What follows belongs to an exercise in optimizing a design on an open flow for small area; a production flow would make more cautious choices. No run shown here included a check of the RTL's function; only the layout flow was run. Power and IR drop assume default switching activity.

==> flow/design.v (outline; a module is shown in full before it is edited, if it fits) <==
// module spectrum_peak_finder: 1319 lines
// module spf_fa: 10 lines
// module spf_han: 9 lines
module spectrum_peak_finder (
  input  logic        clk,
  input  logic        rst,
  input  logic [4:0]  curr_nfft,
  input  logic [15:0] s_re,
  input  logic [15:0] s_im,
  input  logic        s_valid,
  input  logic        s_last,
  output logic        s_ready,
  output logic [9:0]  max_index,
  output logic [31:0] max_mag,
  output logic        max_valid,
  output logic        frame_err
);
  // ...
==> flow/run.sh <==
#!/bin/bash
# synth_recipe.tcl (not shown) runs the flow's synth.tcl, then flattens the netlist and writes it again
# the make line also repeats each setting of config.mk as NAME=value (left out here)
make -C /OpenROAD-flow-scripts/flow DESIGN_CONFIG=/design/flow/config.mk WORK_HOME=/design/flow/orfs CLKGATE_MAP_FILE= SYNTH_SCRIPT=/design/flow/synth_recipe.tcl finish
==> flow/config.mk <==
export PLATFORM = sky130hd
export DESIGN_NAME = spectrum_peak_finder
export DESIGN_NICKNAME = spectrum_peak_finder
export VERILOG_FILES = /design/flow/design.v
export SDC_FILE = /design/flow/constraint.sdc
export NUM_CORES = 4
export LEC_CHECK = 0
export CAP_MARGIN = 20
export CORE_MARGIN = 2
export CORE_UTILIZATION = 60
export CTS_BUF_LIST = sky130_fd_sc_hd__clkbuf_4
export CTS_CLUSTER_SIZE = 10
export SLEW_MARGIN = 20
export SYNTH_HIERARCHICAL = 1
export SYNTH_MINIMUM_KEEP_SIZE = 0
==> flow/constraint.sdc <==
create_clock -name core_clock -period 7.5 [get_ports {clk}]
set_input_delay 1.5000 -clock core_clock [delete_from_list [all_inputs] [get_ports {clk}]]
set_output_delay 1.5000 -clock core_clock [all_outputs]
set_load 0.01 [all_outputs]
==> flow_metrics.env, run 1 <==
export IMPL_cp_required_ps=7950
export IMPL_r2r_end="best_idx[8]"
export IMPL_path_cells="clkdlybuf4s50_1, buf_4, nand2_1, fa_1, fa_1, fa_1, fa_1, fa_1, fa_1, ha_1, a21o_1, a21o_1, a21oi_1, nand2_1, a21o_1, a31oi_1, o31ai_1, or4_1, nand3_1"
export IMPL_rows=52
export IMPL_switching_share_pct=47.3
export IMPL_post_route_util_pct=68.8
export IMPL_seq_power_mw=1.01
export IMPL_routed_wl_um=30300
export IMPL_p_int_mw=3.26
export IMPL_die_y_um=147
export IMPL_crit_type="in2reg"
export IMPL_tns_ps=0
export IMPL_powerDensity_nw_per_um2=446
export IMPL_rsz0062_at_grt="no"
export IMPL_synth_simple_gate_area_share_pct=15.4
export IMPL_ys_ff_latch=135
export IMPL_routedWlPerCell_um=18.6
export IMPL_seq_power_share_pct=16.3
export IMPL_drv_cap=0
export IMPL_min_to="dr_q[2]"
export IMPL_n_fill_cell=1640
export IMPL_grt_max_degree=48
export IMPL_num_io_pins=86
export IMPL_status="complete, no violations"
export IMPL_cts_sinks=135
export IMPL_portBuffers=84
export IMPL_clkPwrFrac_pct=7.2
export IMPL_cp_depth=19
export IMPL_ys_top_cells_by_count="259 x nand2_1, 227 x fa_1, 121 x dfxtp_1, 70 x inv_1, 68 x a21oi_1"
export IMPL_finClkSkew_ps=10.5
export IMPL_timing_hold_ws_ps=457
export IMPL_fmax_mhz=145
export IMPL_post_cts_resize_count=0
export IMPL_dp_cells=1598
export IMPL_final_cell_mix="259 x nand2_1, 227 x fa_1, 120 x dfxtp_1"
export IMPL_synth_top_area_share_pct=37.0
export IMPL_rr_worst_depth=10
export IMPL_highest_layer="met4"
==> inputs of run 2 (changes only) <==
--- a/flow/design.v
+++ b/flow/design.v
@@ -764,20 +764,20 @@
   logic fs715;
   logic fc716;
   logic fs717;
   logic fc718;
   logic fs719;
   logic fc720;
   logic fs721;
   logic fc722;
-  logic fs723;
-  logic fc724;
-  logic fs725;
-  logic fc726;
+  logic hs723;
+  logic hc724;
+  logic hs725;
+  logic hc726;
   assign ren1 = ~s_re[0];
   assign ren2 = ~s_re[1];
   assign ren3 = ~s_re[2];
   assign ren4 = ~s_re[3];
   assign ren5 = ~s_re[4];
   assign ren6 = ~s_re[5];
   assign ren7 = ~s_re[6];
   assign ren8 = ~s_re[7];
@@ -1040,16 +1040,19 @@
   assign pp265 = ~(s_im[15] & imn144);
   assign pp266 = ~(s_im[15] & imn145);
   assign pp267 = ~(s_im[15] & imn146);
   assign pp268 = ~(s_im[15] & imn147);
   assign pp269 = ~(s_im[15] & imn148);
   assign pp270 = ~(s_im[15] & imn149);
   assign pp271 = ~(s_im[15] & imn150);
   assign pp272 = ~(s_im[15] & imn151);
+  logic sgn30n, sgn31n;
+  assign sgn30n = ~(s_re[15] ^ s_im[15]);
+  assign sgn31n = ~(s_re[15] | s_im[15]);
   spf_fa u_fs273 (.a(ren9), .b(resn16), .c(imn145), .s(fs273), .co(fc274));
   spf_fa u_fs275 (.a(ren7), .b(imn143), .c(pp27), .s(fs275), .co(fc276));
   spf_fa u_fs277 (.a(ren8), .b(imn144), .c(pp29), .s(fs277), .co(fc278));
   spf_fa u_fs279 (.a(pp41), .b(pp52), .c(pp62), .s(fs279), .co(fc280));
   spf_fa u_fs281 (.a(pp30), .b(pp42), .c(pp53), .s(fs281), .co(fc282));
   spf_fa u_fs283 (.a(pp63), .b(pp72), .c(pp80), .s(fs283), .co(fc284));
   spf_fa u_fs285 (.a(imsn152), .b(pp43), .c(pp54), .s(fs285), .co(fc286));
   spf_fa u_fs287 (.a(pp64), .b(pp73), .c(pp81), .s(fs287), .co(fc288));
@@ -1237,17 +1240,17 @@
   spf_fa u_fs651 (.a(fc582), .b(fs585), .c(fs587), .s(fs651), .co(fc652));
   spf_fa u_fs653 (.a(fc586), .b(fs589), .c(fs591), .s(fs653), .co(fc654));
   spf_fa u_fs655 (.a(fs593), .b(fc590), .c(fc592), .s(fs655), .co(fc656));
   spf_fa u_fs657 (.a(fc594), .b(fs597), .c(fc596), .s(fs657), .co(fc658));
   spf_fa u_fs659 (.a(fc598), .b(fs601), .c(fs603), .s(fs659), .co(fc660));
   spf_fa u_fs661 (.a(fs605), .b(fc602), .c(fs607), .s(fs661), .co(fc662));
   spf_fa u_fs663 (.a(fc606), .b(fs609), .c(fs611), .s(fs663), .co(fc664));
   spf_fa u_fs665 (.a(pp135), .b(pp271), .c(fc610), .s(fs665), .co(fc666));
-  spf_fa u_fs667 (.a(resn16), .b(imsn152), .c(pp136), .s(fs667), .co(fc668));
+  spf_fa u_fs667 (.a(sgn30n), .b(pp136), .c(pp272), .s(fs667), .co(fc668));
   spf_fa u_fs669 (.a(pp18), .b(pp154), .c(fc614), .s(fs669), .co(fc670));
   spf_fa u_hs671 (.a(fs615), .b(fs517), .c(1'b1), .s(hs671), .co(hc672));
   spf_fa u_hs673 (.a(fc616), .b(fs617), .c(1'b1), .s(hs673), .co(hc674));
   spf_fa u_hs675 (.a(fc618), .b(fs619), .c(1'b1), .s(hs675), .co(hc676));
   spf_fa u_fs677 (.a(fc524), .b(fs621), .c(fc620), .s(fs677), .co(fc678));
   spf_fa u_fs679 (.a(fs529), .b(fc622), .c(fs623), .s(fs679), .co(fc680));
   spf_fa u_fs681 (.a(hs535), .b(fc624), .c(fs625), .s(fs681), .co(fc682));
   spf_fa u_fs683 (.a(fs539), .b(fc626), .c(fs627), .s(fs683), .co(fc684));
@@ -1265,27 +1268,29 @@
   spf_fa u_fs707 (.a(fc584), .b(fc650), .c(fs651), .s(fs707), .co(fc708));
   spf_fa u_fs709 (.a(fc588), .b(fs653), .c(fc652), .s(fs709), .co(fc710));
   spf_fa u_fs711 (.a(fs595), .b(fc654), .c(fs655), .s(fs711), .co(fc712));
   spf_fa u_fs713 (.a(fs599), .b(fc656), .c(fs657), .s(fs713), .co(fc714));
   spf_fa u_fs715 (.a(fc600), .b(fs659), .c(fc658), .s(fs715), .co(fc716));
   spf_fa u_fs717 (.a(fc604), .b(fs661), .c(fc660), .s(fs717), .co(fc718));
   spf_fa u_fs719 (.a(fc608), .b(fs663), .c(fc662), .s(fs719), .co(fc720));
   spf_fa u_fs721 (.a(fc612), .b(fs665), .c(fc664), .s(fs721), .co(fc722));
-  spf_fa u_fs723 (.a(pp272), .b(fs667), .c(fc666), .s(fs723), .co(fc724));
-  spf_fa u_fs725 (.a(resn16), .b(imsn152), .c(fc668), .s(fs725), .co(fc726));
-  assign mag_an = {fc724, fc722, fc720, fc718, fc716, fc714, fc712, fc710, fc708, fc706, fc704, fc702, fc700, fc698, fc696, fc694, fc692, fc690, fc688, fc686, fc684, fc682, fc680, fc678, hc676, hc674, hc672, fc670, fs669, pp153, 1'b1, ren1};
-  assign mag_bn = {fs725, fs723, fs721, fs719, fs717, fs715, fs713, fs711, fs709, fs707, fs705, fs703, fs701, fs699, fs697, fs695, fs693, fs691, fs689, fs687, fs685, fs683, fs681, fs679, fs677, hs675, hs673, hs671, 1'b1, fs613, 1'b1, imn137};
-  assign mag = ~(mag_an + mag_bn + 32'd1);
-  logic [32:0] gtc;
-  assign gtc[0] = 1'b0;
-  for (genvar i = 0; i < 32; i++) begin : g_cmp
-    assign gtc[i+1] = (mag_q[i] & ~best_mag[i]) | ((mag_q[i] | ~best_mag[i]) & gtc[i]);
-  end
-  assign upd = v_q && gtc[32];
+  spf_fa u_hs723 (.a(fs667), .b(fc666), .c(1'b1), .s(hs723), .co(hc724));
+  spf_fa u_hs725 (.a(sgn31n), .b(fc668), .c(1'b1), .s(hs725), .co(hc726));
+  assign mag_an = {hc724, fc722, fc720, fc718, fc716, fc714, fc712, fc710, fc708, fc706, fc704, fc702, fc700, fc698, fc696, fc694, fc692, fc690, fc688, fc686, fc684, fc682, fc680, fc678, hc676, hc674, hc672, fc670, fs669, pp153, 1'b1, ren1};
+  assign mag_bn = {hs725, hs723, fs721, fs719, fs717, fs715, fs713, fs711, fs709, fs707, fs705, fs703, fs701, fs699, fs697, fs695, fs693, fs691, fs689, fs687, fs685, fs683, fs681, fs679, fs677, hs675, hs673, hs671, 1'b1, fs613, 1'b1, imn137};
+  spf_cpa u_cpa (.a(mag_an), .b(mag_bn), .y(mag));
+  logic gt;
+  spf_cmp u_cmp (.a(mag_q), .b(best_mag), .gt(gt));
+  assign upd = v_q && gt;
+  logic best_ld, best_keep, pub_ld, pub_keep;
+  assign best_ld   = upd && !first_beat;
+  assign best_keep = !upd && !first_beat;
+  assign pub_ld    = dr_q[2] && !rst;
+  assign pub_keep  = !dr_q[2] && !rst;
   always_ff @(posedge clk) begin
     if (rst) begin
       run_q <= 1'b0;
       dr_q  <= 4'd0;
     end else begin
       if (beat) run_q <= !frame_end;
       dr_q <= {dr_q[2:0], frame_end};
     end
@@ -1293,49 +1298,291 @@
   always_ff @(posedge clk) begin
     if (beat) begin
       cnt_q <= bin_k;
       err_q <= s_last ^ is_last;
     end
     if (first_beat) nm_q <= nm_new;
     v_q   <= beat && in_win;
     mag_q <= mag;
-    if (first_beat) begin
-      best_mag <= 32'd0;
-      best_idx <= 9'd1;
-    end else if (upd) begin
-      best_mag <= mag_q;
-      best_idx <= cnt_q[8:0];
-    end
+    best_mag  <= best_mag_d;
+    best_idx  <= best_idx_d;
+    max_mag   <= max_mag_d;
+    max_idx_q <= max_idx_d;
+    frame_err <= frame_err_d;
   end
-  always_ff @(posedge clk) begin
-    if (rst) begin
-      max_idx_q <= 9'd0;
-      max_mag   <= 32'd0;
-      frame_err <= 1'b0;
-    end else if (dr_q[2]) begin
-      max_idx_q <= best_idx;
-      max_mag   <= best_mag;
-      frame_err <= err_q;
-    end
+  logic [31:0] best_mag_d, max_mag_d;
+  logic [8:0]  best_idx_d, max_idx_d;
+  logic        frame_err_d;
+  for (genvar i = 0; i < 32; i++) begin : g_mag
+    spf_ao22 u_b (.a1(best_ld), .a2(mag_q[i]), .b1(best_keep), .b2(best_mag[i]), .y(best_mag_d[i]));
+    spf_ao22 u_m (.a1(pub_ld), .a2(best_mag[i]), .b1(pub_keep), .b2(max_mag[i]), .y(max_mag_d[i]));
   end
+  for (genvar i = 1; i < 9; i++) begin : g_idx
+    spf_ao22 u_b (.a1(best_ld), .a2(cnt_q[i]), .b1(best_keep), .b2(best_idx[i]), .y(best_idx_d[i]));
+  end
+  assign best_idx_d[0] = (best_ld & cnt_q[0]) | (best_keep & best_idx[0]) | first_beat;
+  for (genvar i = 0; i < 9; i++) begin : g_midx
+    spf_ao22 u_m (.a1(pub_ld), .a2(best_idx[i]), .b1(pub_keep), .b2(max_idx_q[i]), .y(max_idx_d[i]));
+  end
+  spf_ao22 u_ferr (.a1(pub_ld), .a2(err_q), .b1(pub_keep), .b2(frame_err), .y(frame_err_d));
   assign max_index = {1'b0, max_idx_q};
   assign max_valid = dr_q[3];
 endmodule
 module spf_fa (
   input  logic a,
   input  logic b,
   input  logic c,
   output logic s,
   output logic co
 );
   assign s  = a ^ b ^ c;
   assign co = (a & b) | (c & (a ^ b));
 endmodule
-module spf_han (
-  input  logic a,
-  input  logic b,
-  output logic s,
-  output logic co
+module spf_ao22 (
+  input  logic a1,
+  input  logic a2,
+  input  logic b1,
+  input  logic b2,
+  output logic y
 );
-  assign s  = ~(a ^ b);
-  assign co = a | b;
+  assign y = (a1 & a2) | (b1 & b2);
+endmodule
+module spf_cpa (input logic [31:0] a, input logic [31:0] b, output logic [31:0] y);
+  logic [31:0] g, p;
+  logic [32:0] c;
+  spf_pg u_pg0 (.a(a[0]), .b(b[0]), .g(g[0]), .p(p[0]));
+  spf_pg u_pg1 (.a(a[1]), .b(b[1]), .g(g[1]), .p(p[1]));
+  spf_pg u_pg2 (.a(a[2]), .b(b[2]), .g(g[2]), .p(p[2]));
+  spf_pg u_pg3 (.a(a[3]), .b(b[3]), .g(g[3]), .p(p[3]));
+  spf_pg u_pg4 (.a(a[4]), .b(b[4]), .g(g[4]), .p(p[4]));
+  spf_pg u_pg5 (.a(a[5]), .b(b[5]), .g(g[5]), .p(p[5]));
+  spf_pg u_pg6 (.a(a[6]), .b(b[6]), .g(g[6]), .p(p[6]));
+  spf_pg u_pg7 (.a(a[7]), .b(b[7]), .g(g[7]), .p(p[7]));
+  spf_pg u_pg8 (.a(a[8]), .b(b[8]), .g(g[8]), .p(p[8]));
+  spf_pg u_pg9 (.a(a[9]), .b(b[9]), .g(g[9]), .p(p[9]));
+  spf_pg u_pg10 (.a(a[10]), .b(b[10]), .g(g[10]), .p(p[10]));
+  spf_pg u_pg11 (.a(a[11]), .b(b[11]), .g(g[11]), .p(p[11]));
+  spf_pg u_pg12 (.a(a[12]), .b(b[12]), .g(g[12]), .p(p[12]));
+  spf_pg u_pg13 (.a(a[13]), .b(b[13]), .g(g[13]), .p(p[13]));
+  spf_pg u_pg14 (.a(a[14]), .b(b[14]), .g(g[14]), .p(p[14]));
+  spf_pg u_pg15 (.a(a[15]), .b(b[15]), .g(g[15]), .p(p[15]));
+  spf_pg u_pg16 (.a(a[16]), .b(b[16]), .g(g[16]), .p(p[16]));
+  spf_pg u_pg17 (.a(a[17]), .b(b[17]), .g(g[17]), .p(p[17]));
+  spf_pg u_pg18 (.a(a[18]), .b(b[18]), .g(g[18]), .p(p[18]));
+  spf_pg u_pg19 (.a(a[19]), .b(b[19]), .g(g[19]), .p(p[19]));
+  spf_pg u_pg20 (.a(a[20]), .b(b[20]), .g(g[20]), .p(p[20]));
+  spf_pg u_pg21 (.a(a[21]), .b(b[21]), .g(g[21]), .p(p[21]));
+  spf_pg u_pg22 (.a(a[22]), .b(b[22]), .g(g[22]), .p(p[22]));
+  spf_pg u_pg23 (.a(a[23]), .b(b[23]), .g(g[23]), .p(p[23]));
+  spf_pg u_pg24 (.a(a[24]), .b(b[24]), .g(g[24]), .p(p[24]));
+  spf_pg u_pg25 (.a(a[25]), .b(b[25]), .g(g[25]), .p(p[25]));
+  spf_pg u_pg26 (.a(a[26]), .b(b[26]), .g(g[26]), .p(p[26]));
+  spf_pg u_pg27 (.a(a[27]), .b(b[27]), .g(g[27]), .p(p[27]));
+  spf_pg u_pg28 (.a(a[28]), .b(b[28]), .g(g[28]), .p(p[28]));
+  spf_pg u_pg29 (.a(a[29]), .b(b[29]), .g(g[29]), .p(p[29]));
+  spf_pg u_pg30 (.a(a[30]), .b(b[30]), .g(g[30]), .p(p[30]));
+  spf_pg u_pg31 (.a(a[31]), .b(b[31]), .g(g[31]), .p(p[31]));
+  logic dg1;
+  spf_dotg u_d1 (.g1(g[0]), .p1(p[0]), .g0(1'b1), .g(dg1));
+  logic dg2;
+  logic dp2;
+  spf_dot u_d2 (.g1(g[2]), .p1(p[2]), .g0(g[1]), .p0(p[1]), .g(dg2), .p(dp2));
+  logic dg3;
+  logic dp3;
+  spf_dot u_d3 (.g1(g[4]), .p1(p[4]), .g0(g[3]), .p0(p[3]), .g(dg3), .p(dp3));
+  logic dg4;
+  logic dp4;
+  spf_dot u_d4 (.g1(g[6]), .p1(p[6]), .g0(g[5]), .p0(p[5]), .g(dg4), .p(dp4));
+  logic dg5;
+  logic dp5;
+  spf_dot u_d5 (.g1(g[8]), .p1(p[8]), .g0(g[7]), .p0(p[7]), .g(dg5), .p(dp5));
+  logic dg6;
+  logic dp6;
+  spf_dot u_d6 (.g1(g[10]), .p1(p[10]), .g0(g[9]), .p0(p[9]), .g(dg6), .p(dp6));
+  logic dg7;
+  logic dp7;
+  spf_dot u_d7 (.g1(g[12]), .p1(p[12]), .g0(g[11]), .p0(p[11]), .g(dg7), .p(dp7));
+  logic dg8;
+  logic dp8;
+  spf_dot u_d8 (.g1(g[14]), .p1(p[14]), .g0(g[13]), .p0(p[13]), .g(dg8), .p(dp8));
+  logic dg9;
+  logic dp9;
+  spf_dot u_d9 (.g1(g[16]), .p1(p[16]), .g0(g[15]), .p0(p[15]), .g(dg9), .p(dp9));
+  logic dg10;
+  logic dp10;
+  spf_dot u_d10 (.g1(g[18]), .p1(p[18]), .g0(g[17]), .p0(p[17]), .g(dg10), .p(dp10));
+  logic dg11;
+  logic dp11;
+  spf_dot u_d11 (.g1(g[20]), .p1(p[20]), .g0(g[19]), .p0(p[19]), .g(dg11), .p(dp11));
+  logic dg12;
+  logic dp12;
+  spf_dot u_d12 (.g1(g[22]), .p1(p[22]), .g0(g[21]), .p0(p[21]), .g(dg12), .p(dp12));
+  logic dg13;
+  logic dp13;
+  spf_dot u_d13 (.g1(g[24]), .p1(p[24]), .g0(g[23]), .p0(p[23]), .g(dg13), .p(dp13));
+  logic dg14;
+  logic dp14;
+  spf_dot u_d14 (.g1(g[26]), .p1(p[26]), .g0(g[25]), .p0(p[25]), .g(dg14), .p(dp14));
+  logic dg15;
+  logic dp15;
+  spf_dot u_d15 (.g1(g[28]), .p1(p[28]), .g0(g[27]), .p0(p[27]), .g(dg15), .p(dp15));
+  logic dg16;
+  logic dp16;
+  spf_dot u_d16 (.g1(g[30]), .p1(p[30]), .g0(g[29]), .p0(p[29]), .g(dg16), .p(dp16));
+  logic dg17;
+  spf_dotg u_d17 (.g1(dg2), .p1(dp2), .g0(dg1), .g(dg17));
+  logic dg18;
+  logic dp18;
+  spf_dot u_d18 (.g1(dg4), .p1(dp4), .g0(dg3), .p0(dp3), .g(dg18), .p(dp18));
+  logic dg19;
+  logic dp19;
+  spf_dot u_d19 (.g1(dg6), .p1(dp6), .g0(dg5), .p0(dp5), .g(dg19), .p(dp19));
+  logic dg20;
+  logic dp20;
+  spf_dot u_d20 (.g1(dg8), .p1(dp8), .g0(dg7), .p0(dp7), .g(dg20), .p(dp20));
+  logic dg21;
+  logic dp21;
+  spf_dot u_d21 (.g1(dg10), .p1(dp10), .g0(dg9), .p0(dp9), .g(dg21), .p(dp21));
+  logic dg22;
+  logic dp22;
+  spf_dot u_d22 (.g1(dg12), .p1(dp12), .g0(dg11), .p0(dp11), .g(dg22), .p(dp22));
+  logic dg23;
+  logic dp23;
+  spf_dot u_d23 (.g1(dg14), .p1(dp14), .g0(dg13), .p0(dp13), .g(dg23), .p(dp23));
+  logic dg24;
+  logic dp24;
+  spf_dot u_d24 (.g1(dg16), .p1(dp16), .g0(dg15), .p0(dp15), .g(dg24), .p(dp24));
+  logic dg25;
+  spf_dotg u_d25 (.g1(dg18), .p1(dp18), .g0(dg17), .g(dg25));
+  logic dg26;
+  logic dp26;
+  spf_dot u_d26 (.g1(dg20), .p1(dp20), .g0(dg19), .p0(dp19), .g(dg26), .p(dp26));
+  logic dg27;
+  logic dp27;
+  spf_dot u_d27 (.g1(dg22), .p1(dp22), .g0(dg21), .p0(dp21), .g(dg27), .p(dp27));
+  logic dg28;
+  logic dp28;
+  spf_dot u_d28 (.g1(dg24), .p1(dp24), .g0(dg23), .p0(dp23), .g(dg28), .p(dp28));
+  logic dg29;
+  spf_dotg u_d29 (.g1(dg26), .p1(dp26), .g0(dg25), .g(dg29));
+  logic dg30;
+  logic dp30;
+  spf_dot u_d30 (.g1(dg28), .p1(dp28), .g0(dg27), .p0(dp27), .g(dg30), .p(dp30));
+  logic dg31;
+  spf_dotg u_d31 (.g1(dg30), .p1(dp30), .g0(dg29), .g(dg31));
+  logic dg32;
+  spf_dotg u_d32 (.g1(dg27), .p1(dp27), .g0(dg29), .g(dg32));
+  logic dg33;
+  spf_dotg u_d33 (.g1(dg19), .p1(dp19), .g0(dg25), .g(dg33));
+  logic dg34;
+  spf_dotg u_d34 (.g1(dg21), .p1(dp21), .g0(dg29), .g(dg34));
+  logic dg35;
+  spf_dotg u_d35 (.g1(dg23), .p1(dp23), .g0(dg32), .g(dg35));
+  logic dg36;
+  spf_dotg u_d36 (.g1(dg3), .p1(dp3), .g0(dg17), .g(dg36));
+  logic dg37;
+  spf_dotg u_d37 (.g1(dg5), .p1(dp5), .g0(dg25), .g(dg37));
+  logic dg38;
+  spf_dotg u_d38 (.g1(dg7), .p1(dp7), .g0(dg33), .g(dg38));
+  logic dg39;
+  spf_dotg u_d39 (.g1(dg9), .p1(dp9), .g0(dg29), .g(dg39));
+  logic dg40;
+  spf_dotg u_d40 (.g1(dg11), .p1(dp11), .g0(dg34), .g(dg40));
+  logic dg41;
+  spf_dotg u_d41 (.g1(dg13), .p1(dp13), .g0(dg32), .g(dg41));
+  logic dg42;
+  spf_dotg u_d42 (.g1(dg15), .p1(dp15), .g0(dg35), .g(dg42));
+  logic dg43;
+  spf_dotg u_d43 (.g1(g[1]), .p1(p[1]), .g0(dg1), .g(dg43));
+  logic dg44;
+  spf_dotg u_d44 (.g1(g[3]), .p1(p[3]), .g0(dg17), .g(dg44));
+  logic dg45;
+  spf_dotg u_d45 (.g1(g[5]), .p1(p[5]), .g0(dg36), .g(dg45));
+  logic dg46;
+  spf_dotg u_d46 (.g1(g[7]), .p1(p[7]), .g0(dg25), .g(dg46));
+  logic dg47;
+  spf_dotg u_d47 (.g1(g[9]), .p1(p[9]), .g0(dg37), .g(dg47));
+  logic dg48;
+  spf_dotg u_d48 (.g1(g[11]), .p1(p[11]), .g0(dg33), .g(dg48));
+  logic dg49;
+  spf_dotg u_d49 (.g1(g[13]), .p1(p[13]), .g0(dg38), .g(dg49));
+  logic dg50;
+  spf_dotg u_d50 (.g1(g[15]), .p1(p[15]), .g0(dg29), .g(dg50));
+  logic dg51;
+  spf_dotg u_d51 (.g1(g[17]), .p1(p[17]), .g0(dg39), .g(dg51));
+  logic dg52;
+  spf_dotg u_d52 (.g1(g[19]), .p1(p[19]), .g0(dg34), .g(dg52));
+  logic dg53;
+  spf_dotg u_d53 (.g1(g[21]), .p1(p[21]), .g0(dg40), .g(dg53));
+  logic dg54;
+  spf_dotg u_d54 (.g1(g[23]), .p1(p[23]), .g0(dg32), .g(dg54));
+  logic dg55;
+  spf_dotg u_d55 (.g1(g[25]), .p1(p[25]), .g0(dg41), .g(dg55));
+  logic dg56;
+  spf_dotg u_d56 (.g1(g[27]), .p1(p[27]), .g0(dg35), .g(dg56));
+  logic dg57;
+  spf_dotg u_d57 (.g1(g[29]), .p1(p[29]), .g0(dg42), .g(dg57));
+  logic dg58;
+  spf_dotg u_d58 (.g1(g[31]), .p1(p[31]), .g0(dg31), .g(dg58));
+  assign c[0] = 1'b1;
+  assign c[1] = dg1;
+  assign c[2] = dg43;
+  assign c[3] = dg17;
+  assign c[4] = dg44;
+  assign c[5] = dg36;
+  assign c[6] = dg45;
+  assign c[7] = dg25;
+  assign c[8] = dg46;
+  assign c[9] = dg37;
+  assign c[10] = dg47;
+  assign c[11] = dg33;
+  assign c[12] = dg48;
+  assign c[13] = dg38;
+  assign c[14] = dg49;
+  assign c[15] = dg29;
+  assign c[16] = dg50;
+  assign c[17] = dg39;
+  assign c[18] = dg51;
+  assign c[19] = dg34;
+  assign c[20] = dg52;
+  assign c[21] = dg40;
+  assign c[22] = dg53;
+  assign c[23] = dg32;
+  assign c[24] = dg54;
+  assign c[25] = dg41;
+  assign c[26] = dg55;
+  assign c[27] = dg35;
+  assign c[28] = dg56;
+  assign c[29] = dg42;
+  assign c[30] = dg57;
+  assign c[31] = dg31;
+  assign c[32] = dg58;
+  assign y = ~(p ^ c[31:0]);
+endmodule
+module spf_pg (input logic a, input logic b, output logic g, output logic p);
+  assign g = a & b;
+  assign p = a ^ b;
+endmodule
+module spf_dot (input logic g1, input logic p1, input logic g0, input logic p0, output logic g, output logic p);
+  assign g = g1 | (p1 & g0);
+  assign p = p1 & p0;
+endmodule
+module spf_dotg (input logic g1, input logic p1, input logic g0, output logic g);
+  assign g = g1 | (p1 & g0);
+endmodule
+module spf_cmp (input logic [31:0] a, input logic [31:0] b, output logic gt);
+  logic [4:0] cc;
+  assign cc[0] = 1'b0;
+  spf_cmpk u_c0 (.a(a[7:0]), .b(b[7:0]), .ci(cc[0]), .co(cc[1]));
+  spf_cmpk u_c1 (.a(a[15:8]), .b(b[15:8]), .ci(cc[1]), .co(cc[2]));
+  spf_cmpk u_c2 (.a(a[23:16]), .b(b[23:16]), .ci(cc[2]), .co(cc[3]));
+  spf_cmpk u_c3 (.a(a[31:24]), .b(b[31:24]), .ci(cc[3]), .co(cc[4]));
+  assign gt = cc[4];
+endmodule
+module spf_cmpk (input logic [7:0] a, input logic [7:0] b, input logic ci, output logic co);
+  logic [8:0] c;
+  assign c[0] = ci;
+  for (genvar i = 0; i < 8; i++) begin : g_b
+    assign c[i+1] = (a[i] & ~b[i]) | ((a[i] | ~b[i]) & c[i]);
+  end
+  assign co = c[8];
 endmodule
==> flow_metrics.env, run 2 <==
export IMPL_drt_iter0_drc=434
export IMPL_yosys_warnings=7
export IMPL_syn_cell_area_um2=11600
export IMPL_cts_buffer_depth=2
export IMPL_clock_latency_ps=530
export IMPL_overflow=0
export IMPL_routedWlPerCell_um=18.5
export IMPL_post_cts_buffers=0
export IMPL_n_fill_cell=1477
export IMPL_synth_most_common_cell="nand2_1"
export IMPL_syn_avg_cell_area_um2=10.8
export IMPL_cp_end_kind="flip-flop"
export IMPL_drc=0
export IMPL_post_route_util_pct=71.0
export IMPL_grt_max_degree=43
export IMPL_min_from="dr_q[1]"
export IMPL_cp_arrival_ps=7100
export IMPL_grt_first_pass_wirelength_um=44900
export IMPL_cts_root_buf="clkbuf_4"
export IMPL_r2r_end="best_idx[8]"
export IMPL_ctsHoldBuffers=0
export IMPL_crit_type="in2reg"
export IMPL_path_cells="clkdlybuf4s50_1, nand2_1, fa_1, fa_1, fa_1, fa_1, fa_1, fa_1, ha_1, and2_1, a21o_1, a21o_1, a21o_1, a21o_1, a21o_1, a21o_1, xnor2_1"
export IMPL_hpwl_um=21900
export IMPL_async_flop_share_pct=0
export IMPL_synth_compound_area_share_pct=13.0
export IMPL_final_net_count=1509
export IMPL_crit_fanout=8
export IMPL_ys_types=49
export IMPL_die_area_um2=20500
export IMPL_timing_hold_ws_ps=462
export IMPL_r2r_start="best_mag[2]"
export IMPL_rsz0062_at_grt="no"
export IMPL_synth_area_mux_share_pct=0.302
export IMPL_p_leak_nw=5.38
export IMPL_syn_inst=1074
export IMPL_fin_crit_ps=6640
export IMPL_rr_worst_depth=21
export IMPL_start_util_pct=61.6
export IMPL_die_y_um=143
export IMPL_top_regs="best_mag x32, mag_q x32, max_mag x32"
export IMPL_rows=50
export IMPL_cp_required_ps=7960
export IMPL_power_mw=5.62
export IMPL_placed_area_um2=13000
export IMPL_critPathTopFamily="adder cells"
export IMPL_cts_sinks=135
export IMPL_finalInstanceArea_um2=13400
export IMPL_synth_top_family_by_area="adder cells"
export IMPL_start_kind="input pin"
export IMPL_synth_simple_gate_area_share_pct=12.1
export IMPL_area_growth_pct=15.2
export IMPL_core_area_um2=18800
export IMPL_dp_cells=1442
export IMPL_synth_top_area_share_pct=39.2
export IMPL_pre_cts_ws_ps=318
export IMPL_avgViaCountPerCell=5.62
export IMPL_tightest_slew_ps=830
export IMPL_finClkSkew_ps=15.0
export IMPL_fmax_mhz=151
export IMPL_instances_no_fill=1476
export IMPL_critPathMaxStageDelay_ps=760
export IMPL_status="complete, no violations"
export IMPL_post_cts_resize_count=0
export IMPL_min_to="dr_q[2]"
export IMPL_synth_edf_count=14
export IMPL_routed_wl_um=27300
export IMPL_gp_congestion=0.961
export IMPL_final_antenna_net_count=0
export IMPL_synthTopCellsByArea="fa_1 39%, dfxtp_1 21%, nand2_1 8.4%, a22o_1 6.2%, ha_1 4.2%"
export IMPL_drv_cap=0
export IMPL_drtPass1Iterations=5
export IMPL_grt_antenna_before_repair=1
export IMPL_cp_slowest_cell="clkdlybuf4s50_1"
export IMPL_r2r_slack_ps=2750
export IMPL_hold_class="reg2reg"
export IMPL_cts_tree="yes"
export IMPL_synthAdderAreaFrac_pct=43.4
export IMPL_ir_drop_mv=0.332
export IMPL_min_path_cells=1
export IMPL_startpoint="s_im[2]"
export IMPL_drive_gt1_share_pct=7.65
export IMPL_period_share_pct=88.5
export IMPL_hold_viol_final=0
export IMPL_path_buf_inv=1
export IMPL_dr_total_vias=8295
export IMPL_portBuffers=84
export IMPL_grt_pass1_vias=8753
export IMPL_powerDensity_nw_per_um2=420
export IMPL_ys_ff_latch=135
export IMPL_ys_flop_type="dfxtp_1"
export IMPL_layout_commonest_cell="nand2_1"
export IMPL_relSlewSlack_pct=44.2
export IMPL_slew_violations=0
export IMPL_tns_ps=0
export IMPL_yosys_area_top_type="fa_1"
export IMPL_finalWorstSetupSlack_ps=863
export IMPL_synthXorXnorAreaFrac_pct=2.79
export IMPL_htree_num_levels=4
export IMPL_yosysSeqAreaShare_pct=24.5
export IMPL_clk_pin_slew_ps=120
export IMPL_num_io_pins=86
export IMPL_grt_total_usage_pct=28.7
export IMPL_ys_top_cells_by_count="260 x nand2_1, 227 x fa_1, 121 x dfxtp_1, 82 x a22o_1, 63 x inv_1"
export IMPL_setup_violations=0
export IMPL_die_w_um=143
export IMPL_final_cell_mix="260 x nand2_1, 227 x fa_1, 121 x dfxtp_1"
export IMPL_cts_made_buffers=17
-- run 2: how the worst max path moves through the flow --
stage,slack [ps],cells past startpoint,endpoint
final,860,17,mag_q[30]
after global routing,710,17,mag_q[30]
after CTS,900,17,mag_q[30]
after detailed placement,320,17,mag_q[30]
after floorplan,880,18,mag_q[30]
after global placement,410,17,mag_q[30]
-- run 2: power breakdown --
part / internal (mW) / switching (mW)
Clock: 0.205 / 0.279
Combinational: 2.12 / 2.00
Sequential: 0.929 / 0.0886
Total: 3.25 / 2.37
-- run 2: layout make-up --
cell class                      instances  area (µm²)  share of cell area (%)
Clock buffer                           17         128                   0.955
Tap cell                              260         325                    2.43
Antenna cell                            1        2.50                  0.0187
Clock inverter                         15         165                    1.24
Inverter                               75         282                    2.11
Multi-Input combinational cell        843        8400                    62.8
Sequential cell                       135        2840                    21.3
Timing Repair Buffer                  130        1220                    9.12
-- run 2: per-layer routing --
| layer | global-route usage [%] | share of wire, % |
|---|---|---|
| met1 | 38.3 | 42 |
| met2 | 47.8 | 49 |
| met3 | 5.67 | 6.5 |
| met4 | 8.96 | 2.4 |
| met5 | 0 | 0 |
-- run 2: kinds of logic (layout without fill, tap and decap cells) --
| logic type | after synthesis | after routing |
|---|---|---|
| simple gates | 330 | 330 |
| fa+ha+maj | 266 | 266 |
| compound gates | 186 | 186 |
| flops | 135 | 135 |
| buf+inv | 113 | 237 |
| xor+xnor | 37 | 37 |
| other cells | 4 | 22 |
| mux | 3 | 3 |
-- run 2: worst register-to-register path, cell delays in order (launching register included) --
cell	delay, ps
dfxtp_1	350
clkinv_1	60
o22ai_1	80
a311oi_1	280
o221ai_1	170
o311ai_1	100
o21ai_1	110
a311oi_1	330
o221ai_1	180
o311ai_1	150
o21ai_1	130
a311oi_1	350
o221ai_1	170
o311ai_1	100
o21ai_1	120
a311oi_1	280
o221ai_1	170
o311ai_1	170
nand2_1	180
nor2_2	610
buf_4	410
a22o_1	200
-- run 2: per-module statistics from Yosys, one instance, submodules excluded --
module	cell area, µm²	cells	copies in the design	flops+latches
spectrum_peak_finder	4560	528	1	135
spf_ao22	8.76	1	82	0
spf_cmp	3.75	1	1	0
spf_cmpk	125	22	4	0
spf_cpa	283	33	1	0
spf_dot	13.8	2	26	0
spf_dotg	7.51	1	31	0
spf_fa	20.0	1	227	0
spf_pg	12.5	1	32	0

==> separate check: timing with driven ports <==
The results above use ideal ports. As a check the final layouts listed here were re-extracted and re-timed, cells and wires unchanged. Step 1 (the two cells are an assumption about what drives the block):
set clk [get_ports {clk}]
set_driving_cell -lib_cell sky130_fd_sc_hd__clkbuf_16 $clk
set_driving_cell -lib_cell sky130_fd_sc_hd__buf_2 [delete_from_list [all_inputs] $clk]
Step 2 moves the port delays by t, midway between the first and last clock arrival at a register: inputs arrive t later, outputs are due t later. That takes back most of the time a late clock gives input paths. Three values: no drivers, after step 1, after step 2; two values: the first two.
run | shift t [ns] | setup WS [ns] | worst setup path at the end | latest minus earliest clock arrival (ns) | pins driven straight from the clock port
run 1 | 0.538 | 0.583 / 0.596 / 0.057 | input to register | 0.011 / 0.011 | 1
run 2 | 0.552 | 0.863 / 0.871 / 0.319 | input to register | 0.015 / 0.016 | 1
After both steps every run listed still meets setup and hold. For run 2, which loses most, drivers alone change the setup slack by +0.008 ns; drivers and shift together by -0.544 ns.
